Source: an optimization exercise on an open RTL-to-GDS flow (aim: small area). Production flows keep margins and buffers that such runs may drop. The RTL was checked by simulation tests, not by an equivalence proof against the original design. Power figures rest on the tool's default switching activity, not on a simulated workload.

==> flow/design.v <==
package signal_meter_pkg;
    typedef logic [7:0]  sample_t;    
    typedef logic [31:0] count_t;     
    typedef logic [15:0] result_t;    
    typedef logic [15:0] recip_t;     
    localparam int unsigned window_cycles = 16384;
    localparam int unsigned window_cnt_w  = $clog2(window_cycles);
    localparam sample_t mid_scale = 8'd128;    
    localparam int unsigned hz_per_count = 10;
    localparam count_t      hz_limit     = 32'd6553;   
    localparam int unsigned khz_recip    = 655;         
    localparam int unsigned duty_scale       = 1000;
    localparam int unsigned duty_index_shift = 7;   
    function automatic recip_t recip_of(input logic [7:0] index);
        logic [16:0] quotient;
        if (index <= 8'd1) begin
            quotient = 17'h0ffff;
        end else begin
            quotient = 17'h10000 / index;
        end
        recip_of = quotient[15:0];
    endfunction
endpackage
`timescale 1ns/10ps
module meas_window_timer (
    input  logic clk,
    input  logic rst_n,
    input  logic measure_en,
    output logic window_tick
);
    logic [signal_meter_pkg::window_cnt_w-1:0] cycle_cnt;
    logic                                      last_cycle;
    assign last_cycle = (cycle_cnt == signal_meter_pkg::window_cycles - 1);
    assign window_tick = measure_en && last_cycle;
    always_ff @(posedge clk or negedge rst_n) begin
        if (!rst_n) begin
            cycle_cnt <= '0;
        end else if (!measure_en) begin
            cycle_cnt <= '0;           
        end else if (last_cycle) begin
            cycle_cnt <= '0;
        end else begin
            cycle_cnt <= cycle_cnt + 1'b1;
        end
    end
endmodule
`timescale 1ns/10ps
module zero_cross_counter (
    input  logic                       clk,
    input  logic                       rst_n,
    input  logic                       measure_en,
    input  logic                       sample_valid,
    input  logic                       window_tick,
    input  signal_meter_pkg::sample_t  sample_data,
    output signal_meter_pkg::count_t   crossing_count,
    output logic                       count_strobe
);
    signal_meter_pkg::sample_t prev_sample;   
    logic                      have_prev;     
    signal_meter_pkg::count_t  cross_cnt;
    logic                      crossing;
    assign crossing = sample_valid && have_prev &&
                      (prev_sample < signal_meter_pkg::mid_scale) &&
                      (sample_data >= signal_meter_pkg::mid_scale);
    always_ff @(posedge clk or negedge rst_n) begin
        if (!rst_n) begin
            prev_sample <= '0;
            have_prev   <= 1'b0;
        end else if (!measure_en) begin
            prev_sample <= '0;
            have_prev   <= 1'b0;
        end else if (sample_valid) begin
            prev_sample <= sample_data;
            have_prev   <= 1'b1;
        end
    end
    always_ff @(posedge clk or negedge rst_n) begin
        if (!rst_n) begin
            cross_cnt      <= '0;
            crossing_count <= '0;
            count_strobe   <= 1'b0;
        end else if (!measure_en) begin
            cross_cnt      <= '0;
            crossing_count <= '0;
            count_strobe   <= 1'b0;
        end else begin
            count_strobe <= window_tick;    
            if (window_tick) begin
                crossing_count <= cross_cnt + signal_meter_pkg::count_t'(crossing);
                cross_cnt      <= '0;
            end else if (crossing) begin
                cross_cnt <= cross_cnt + 1'b1;
            end
        end
    end
endmodule
`timescale 1ns/10ps
module freq_scaler (
    input  logic                      clk,
    input  logic                      rst_n,
    input  logic                      count_strobe,
    input  signal_meter_pkg::count_t  crossing_count,
    output signal_meter_pkg::result_t freq_value,
    output logic                      freq_khz
);
    signal_meter_pkg::count_t count_q;
    logic                     khz_q;
    logic                     stage1_valid;
    logic [31:0]              hz_product;
    logic [47:0]              khz_product;
    assign hz_product  = count_q * signal_meter_pkg::hz_per_count;
    assign khz_product = 48'(count_q) * 48'(signal_meter_pkg::khz_recip);
    always_ff @(posedge clk or negedge rst_n) begin
        if (!rst_n) begin
            count_q      <= '0;
            khz_q        <= 1'b0;
            stage1_valid <= 1'b0;
        end else begin
            stage1_valid <= count_strobe;
            if (count_strobe) begin
                count_q <= crossing_count;
                khz_q   <= (crossing_count > signal_meter_pkg::hz_limit);
            end
        end
    end
    always_ff @(posedge clk or negedge rst_n) begin
        if (!rst_n) begin
            freq_value <= '0;
            freq_khz   <= 1'b0;
        end else if (stage1_valid) begin
            freq_khz   <= khz_q;
            freq_value <= khz_q ? khz_product[31:16] : hz_product[15:0];
        end
    end
endmodule
`timescale 1ns/10ps
module peak_detector (
    input  logic                      clk,
    input  logic                      rst_n,
    input  logic                      measure_en,
    input  logic                      sample_valid,
    input  logic                      window_tick,
    input  signal_meter_pkg::sample_t sample_data,
    output signal_meter_pkg::result_t amplitude
);
    signal_meter_pkg::sample_t max_q, min_q;
    signal_meter_pkg::sample_t max_next, min_next;   
    always_comb begin
        max_next = max_q;
        min_next = min_q;
        if (sample_valid) begin
            if (sample_data > max_q) max_next = sample_data;
            if (sample_data < min_q) min_next = sample_data;
        end
    end
    always_ff @(posedge clk or negedge rst_n) begin
        if (!rst_n) begin
            max_q     <= 8'd0;
            min_q     <= 8'd255;
            amplitude <= '0;
        end else if (!measure_en) begin
            max_q     <= 8'd0;
            min_q     <= 8'd255;
            amplitude <= '0;
        end else if (window_tick) begin
            amplitude <= (max_next >= min_next) ?
                         signal_meter_pkg::result_t'(max_next - min_next) : '0;
            max_q     <= 8'd0;                     
            min_q     <= 8'd255;
        end else begin
            max_q <= max_next;
            min_q <= min_next;
        end
    end
endmodule
`timescale 1ns/10ps
module duty_counter (
    input  logic                      clk,
    input  logic                      rst_n,
    input  logic                      measure_en,
    input  logic                      sample_valid,
    input  logic                      window_tick,
    input  signal_meter_pkg::sample_t sample_data,
    output signal_meter_pkg::count_t  high_count,
    output signal_meter_pkg::count_t  total_count,
    output logic                      count_strobe
);
    signal_meter_pkg::count_t high_cnt;
    signal_meter_pkg::count_t total_cnt;
    logic                     is_high;
    assign is_high = sample_valid && (sample_data >= signal_meter_pkg::mid_scale);
    always_ff @(posedge clk or negedge rst_n) begin
        if (!rst_n) begin
            high_cnt     <= '0;
            total_cnt    <= '0;
            high_count   <= '0;
            total_count  <= '0;
            count_strobe <= 1'b0;
        end else if (!measure_en) begin
            high_cnt     <= '0;
            total_cnt    <= '0;
            high_count   <= '0;
            total_count  <= '0;
            count_strobe <= 1'b0;
        end else begin
            count_strobe <= window_tick;
            if (window_tick) begin
                high_count  <= high_cnt + signal_meter_pkg::count_t'(is_high);
                total_count <= total_cnt + signal_meter_pkg::count_t'(sample_valid);
                high_cnt    <= '0;
                total_cnt   <= '0;
            end else begin
                if (sample_valid) total_cnt <= total_cnt + 1'b1;
                if (is_high)      high_cnt  <= high_cnt + 1'b1;
            end
        end
    end
endmodule
`timescale 1ns/10ps
module duty_divider (
    input  logic                      clk,
    input  logic                      rst_n,
    input  logic                      count_strobe,
    input  signal_meter_pkg::count_t  high_count,
    input  signal_meter_pkg::count_t  total_count,
    output signal_meter_pkg::result_t duty_value
);
    signal_meter_pkg::recip_t recip_table [0:255];
    signal_meter_pkg::count_t index_raw;
    logic [47:0]              numer_q;       
    logic [7:0]               index_q;
    signal_meter_pkg::recip_t recip_q;
    logic [63:0]              product_q;
    logic                     s1_valid, s2_valid, s3_valid;
    for (genvar i = 0; i < 256; i++) begin : g_recip
        assign recip_table[i] = signal_meter_pkg::recip_of(8'(i));
    end
    assign index_raw = total_count >> signal_meter_pkg::duty_index_shift;
    always_ff @(posedge clk or negedge rst_n) begin
        if (!rst_n) begin
            numer_q  <= '0;
            index_q  <= 8'd1;
            s1_valid <= 1'b0;
        end else begin
            s1_valid <= count_strobe && (total_count != '0);   
            if (count_strobe && (total_count != '0)) begin
                numer_q <= 48'(high_count) * 48'(signal_meter_pkg::duty_scale);
                if (index_raw == '0)          index_q <= 8'd1;
                else if (index_raw > 32'd255) index_q <= 8'd255;
                else                          index_q <= index_raw[7:0];
            end
        end
    end
    always_ff @(posedge clk or negedge rst_n) begin
        if (!rst_n) begin
            recip_q    <= '0;
            product_q  <= '0;
            duty_value <= '0;
            s2_valid   <= 1'b0;
            s3_valid   <= 1'b0;
        end else begin
            s2_valid <= s1_valid;
            s3_valid <= s2_valid;
            if (s1_valid) recip_q   <= recip_table[index_q];    
            if (s2_valid) product_q <= numer_q * recip_q;       
            if (s3_valid) duty_value <= signal_meter_pkg::result_t'(
                              product_q >> (16 + signal_meter_pkg::duty_index_shift));
        end
    end
endmodule
`timescale 1ns/10ps
module signal_meter_top (
    input  logic                      clk,
    input  logic                      rst_n,
    input  logic                      measure_en,
    input  logic                      sample_valid,
    input  signal_meter_pkg::sample_t sample_data,
    output signal_meter_pkg::result_t freq_out,
    output signal_meter_pkg::result_t amplitude_out,
    output signal_meter_pkg::result_t duty_out,
    output logic                      freq_is_khz,
    output logic                      results_updated
);
    logic                      window_tick;
    signal_meter_pkg::count_t  crossing_count;
    logic                      freq_strobe;
    signal_meter_pkg::result_t freq_value;
    logic                      freq_khz;
    signal_meter_pkg::result_t amplitude;
    signal_meter_pkg::count_t  high_count;
    signal_meter_pkg::count_t  total_count;
    logic                      duty_strobe;
    signal_meter_pkg::result_t duty_value;
    meas_window_timer timer_i (
        .clk         (clk),
        .rst_n       (rst_n),
        .measure_en  (measure_en),
        .window_tick (window_tick)
    );
    zero_cross_counter zero_cross_i (
        .clk            (clk),
        .rst_n          (rst_n),
        .measure_en     (measure_en),
        .sample_valid   (sample_valid),
        .window_tick    (window_tick),
        .sample_data    (sample_data),
        .crossing_count (crossing_count),
        .count_strobe   (freq_strobe)
    );
    freq_scaler freq_scaler_i (
        .clk            (clk),
        .rst_n          (rst_n),
        .count_strobe   (freq_strobe),
        .crossing_count (crossing_count),
        .freq_value     (freq_value),
        .freq_khz       (freq_khz)
    );
    peak_detector peak_i (
        .clk          (clk),
        .rst_n        (rst_n),
        .measure_en   (measure_en),
        .sample_valid (sample_valid),
        .window_tick  (window_tick),
        .sample_data  (sample_data),
        .amplitude    (amplitude)
    );
    duty_counter duty_count_i (
        .clk          (clk),
        .rst_n        (rst_n),
        .measure_en   (measure_en),
        .sample_valid (sample_valid),
        .window_tick  (window_tick),
        .sample_data  (sample_data),
        .high_count   (high_count),
        .total_count  (total_count),
        .count_strobe (duty_strobe)
    );
    duty_divider duty_div_i (
        .clk          (clk),
        .rst_n        (rst_n),
        .count_strobe (duty_strobe),
        .high_count   (high_count),
        .total_count  (total_count),
        .duty_value   (duty_value)
    );
    always_ff @(posedge clk or negedge rst_n) begin
        if (!rst_n) begin
            freq_out        <= '0;
            freq_is_khz     <= 1'b0;
            amplitude_out   <= '0;
            duty_out        <= '0;
            results_updated <= 1'b0;
        end else begin
            results_updated <= window_tick;   
            if (window_tick) begin
                freq_out      <= freq_value;
                freq_is_khz   <= freq_khz;
                amplitude_out <= amplitude;
                duty_out      <= duty_value;
            end
        end
    end
endmodule
==> flow/run.sh <==
#!/bin/bash
# synth_recipe.tcl (not shown) runs the flow's synth.tcl, then flattens the netlist and writes it again
# the make line also repeats each setting of config.mk as NAME=value (left out here)
make -C /OpenROAD-flow-scripts/flow DESIGN_CONFIG=/design/flow/config.mk WORK_HOME=/design/flow/orfs CLKGATE_MAP_FILE= SYNTH_SCRIPT=/design/flow/synth_recipe.tcl finish
==> flow/config.mk <==
export PLATFORM = sky130hd
export DESIGN_NAME = signal_meter_top
export DESIGN_NICKNAME = signal_meter_top
export VERILOG_FILES = /design/flow/design.v
export SDC_FILE = /design/flow/constraint.sdc
export NUM_CORES = 4
export LEC_CHECK = 0
export CAP_MARGIN = 20
export CORE_MARGIN = 2
export CORE_UTILIZATION = 40
export SLEW_MARGIN = 20
==> flow/constraint.sdc <==
create_clock -name core_clock -period 10.0 [get_ports {clk}]
set_input_delay 2.0000 -clock core_clock [delete_from_list [all_inputs] [get_ports {clk}]]
set_output_delay 2.0000 -clock core_clock [all_outputs]
set_load 0.01 [all_outputs]
==> flow_metrics.tcl <==
set metrics [dict create \
    crit_path_start "duty_div_i.recip_q[11]" \
    dp.cells 6151 \
    cp.required_ns 10.49 \
    drt_iter0_drc 2613 \
    ant_nets 0 \
    fin_cells 6236 \
    synth_compound_gate_area_share 0.1123 \
    hpwl_um 89540 \
    netlist_top_cells_count "nand2_1 (599), fa_1 (583), inv_1 (568), dfrtp_1 (413), nor2_1 (372)" \
    core_um2 110400 \
    ys_seq_area_frac 0.2379 \
    synth_top_family_by_area "adder cells" \
    grt_max_degree 91 \
    yosys.area_share.xor_xnor 0.05164 \
    slowest_stage "dfrtp_1" \
    clk_latency_ns 0.63 \
    yosysTopAreaCell "fa_1" \
    antenna_cells 0 \
    synthAdderAreaFrac 0.3421 \
    cts_tree "done" \
    drt_first_pass_iters 6 \
    hp-class "reg2reg" \
    slew_headroom 0.2095 \
    grt_antenna_before_repair 2 \
    cpMostUsedCell "fa_1" \
    boundaryPins 62 \
    synth.most_common_cell "nand2_1" \
    rows 122 \
    hold_buffers 0 \
    slowest_delay_ns 0.95 \
    synth_edf_count 0 \
    ys_top_cells_by_area "fa_1 (26%), dfrtp_1 (23%), ha_1 (7.9%)" \
    nNetsFinal 5591 \
    skew_ns 0.02148 \
    clock_tree.root_cell "clkbuf_16" \
    cp_max_fo 26 \
    syn-num-nets 5683 \
    ctsHtreeMaxLevel 2 \
    critPathCapture "duty_div_i.product_q[31]" \
    post-cts-setup-buffers 0 \
    ir_drop_mv 0.1348 \
    place_congestion 1.002 \
    finalCritPeriodShare 0.7094 \
    synth_top_flop_cell "dfrtp_1" \
    ys.warnings.count 8 \
    critPathKind "reg2reg" \
    grt_pass1_vias 34550 \
    grt_first_pass_wirelength_um 195500 \
    startpoint_type "register" \
    ys_ff_latch 422 \
    synth_simple_gate_area_share 0.1575 \
    rrSetupSlack_ns 2.91 \
    critPathArrivalTime_ns 7.59 \
    cts_made_buffers 48 \
    drive_above_1_share 0.05939 \
    fmax_mhz 141.0 \
    r2r_end "duty_div_i.product_q[31]" \
    wire_per_inst_um 19.23 \
    io_buffers 61 \
    hold_violations 0 \
    synthesis.area_um2 44430 \
    drt-vias-per-instance 5.403 \
    hold_path_depth 1 \
    postSynth.asyncResetShare 1.000 \
    die-width_um 337.3 \
    worst_slack_ns 2.906 \
    setup_tns_ns 0 \
    p_per_area_nw_per_um2 76.64 \
    dr_total_vias 33694 \
    status "complete, no violations" \
    post-route-min-period_ns 7.094 \
    path_clk_slew_ns 0.06 \
    clockBufferDepth 3 \
    rsz0062_at_grt "false" \
    cts_resized 0 \
    dpl_worst_slack_ns 2.816 \
    drc 0 \
    maxCapViolations 0 \
    cp-end-kind "register" \
    synth_top_area_share 0.2627 \
    track_usage 0.2156 \
    muxShareOfSynthArea 0.02723 \
    setup_viol 0 \
    worst_pin_slew_ns 1.156 \
    netlist_instances 4806 \
    leakagePower_uw 0.02256 \
    syn_area_per_cell_um2 9.245 \
    clkSinkCount 422 \
    die_h_um 337.3 \
    dieArea_um2 113800 \
    synthDistinctLibCells 85 \
    r2r_cells 21 \
    fillCellCount 10830 \
    worstPathCellList "nand2_1 > fa_1 > inv_1 > fa_1 > fa_1 > fa_1 > fa_1 > inv_1 > fa_1 > inv_1 > ha_1 > nand4_1 > nor2_1 > inv_1 > o211ai_1 > a21boi_0 > o31ai_1 > a21oi_1 > o21bai_1 > xor2_1 > mux2_2" \
    grt_overflow 0 \
    initial_utilization 0.4026 \
    area_growth_pct 8.037 \
    maxSlewViolCount 0 \
    wirelength_um 119900 \
    r2r_start "duty_div_i.recip_q[11]" \
]
[area by class of cell]
cell class	count	area [um2]	share of cell area
clock buffers	63	1348	0.02807
clock inverters	21	261.5	0.005447
inverters	572	2148	0.04475
multi-input cells	3549	30730	0.6402
flip-flops and latches	422	10580	0.2203
well taps	1488	1862	0.03878
repair buffers	121	1074	0.02236
[critical path: cells and delay by family (launching register included)]
kind / cells / cell delay, ns
AND/OR/NAND/NOR: 3 / 0.38
multiplexers: 1 / 0.26
flip-flops: 1 / 0.95
AO/OA/AOI/OAI: 5 / 1.59
adder cells (fa/ha/maj): 7 / 3.50
XOR/XNOR: 1 / 0.08
buffers and inverters: 4 / 0.19
[power breakdown]
group	leakage [uW]	switching, uW	internal (uW)	total (uW)
sequential	0.00585	5.37	1720	1720
combinational	0.0159	94.2	40.2	134
clock	0.000781	767	1050	1820
[sequential cells by signal, summed over array words and instances, names as in the netlist, 14 cells and up]
signal and count:
duty_div_i.numer_q 36, duty_count_i.high_cnt 32, duty_count_i.high_count 32, duty_count_i.total_cnt 32, duty_count_i.total_count 32, freq_scaler_i.count_q 32
zero_cross_i.cross_cnt 32, zero_cross_i.crossing_count 32, duty_div_i.duty_value 16, duty_div_i.product_q 16, duty_div_i.recip_q 16, duty_out 16
freq_out 16, freq_scaler_i.freq_value 16, timer_i.cycle_cnt 14
[cell families after synthesis]
kind of cell / count (synthesis)
buf+inv: 835
mux: 109
compound gates: 785
flops: 422
xor+xnor: 262
fa+ha+maj: 865
simple gates: 1528
[worst min-delay path by stage]
| stage | startpoint | endpoint | slack [ns] |
|---|---|---|---|
| global placement | zero_cross_i.have_prev | zero_cross_i.have_prev | 0.47 |
| floorplan | duty_div_i.s1_valid | duty_div_i.s2_valid | 0.35 |
| detailed placement | freq_is_khz | freq_is_khz | 0.47 |
| CTS | timer_i.cycle_cnt[0] | timer_i.cycle_cnt[0] | 0.48 |
| finish | timer_i.cycle_cnt[0] | timer_i.cycle_cnt[0] | 0.48 |
| global route | duty_div_i.duty_value[2] | duty_out[2] | 0.51 |
[cells in the final DEF, fill, tap and decap left out, types with 52 or more instances in the layout]
cell             instances
fa_1                   583
a211oi_1                80
nand4_1                 53
xor2_1                 125
dfrtp_1                408
nor3_1                  52
buf_4                   59
and2_1                 182
xnor2_1                137
nand3_1                101
mux2_2                  95
o21ai_0                218
ha_1                   282
clkdlybuf4s50_1         60
inv_1                  567
nor2_1                 371
nand2_1                597
a21oi_1                194
[layer usage]
metal | global-route usage | wire length [um]
met4 | 0.06316 | 3589
met2 | 0.3454 | 55320
met1 | 0.3030 | 54110
met5 | 0 | 8
met3 | 0.03120 | 6905
[metrics by stage]
step                power, uW  utilization  cell area, um2  hold WS, ns
detailed placement       1893       0.4203           46380       0.4719
global placement         1891       0.4202           46380       0.4667
floorplan                1824            -           44430       0.3519
global route             3831       0.4350           48000       0.5100
CTS                      3743       0.4348           47990       0.4846
finish                   3679       0.4350           48000       0.4832

[re-timing with driven ports]
In the flow no input, the clock included, has a driving cell. The finished layout below was timed again as built, in two steps. Step 1: set_driving_cell puts a clkbuf_16 on clk and a buf_2 on each other input, an assumption about the parent block. Step 2 also shifts input and output timing later by t, the mid clock arrival at the registers, as if the neighbouring blocks saw the same clock. Slacks: ideal / step 1 / step 2; pairs: ideal / step 1.
t, ns: 0.687
slack for setup (ns): 2.906 / 2.906 / 2.906
worst setup path at the end: register to register
pins driven straight from the clock port: 1
After both steps this run still meets setup and hold. The setup slack of this run moves by 0.000 ns with the drivers and by 0.000 ns with both steps.
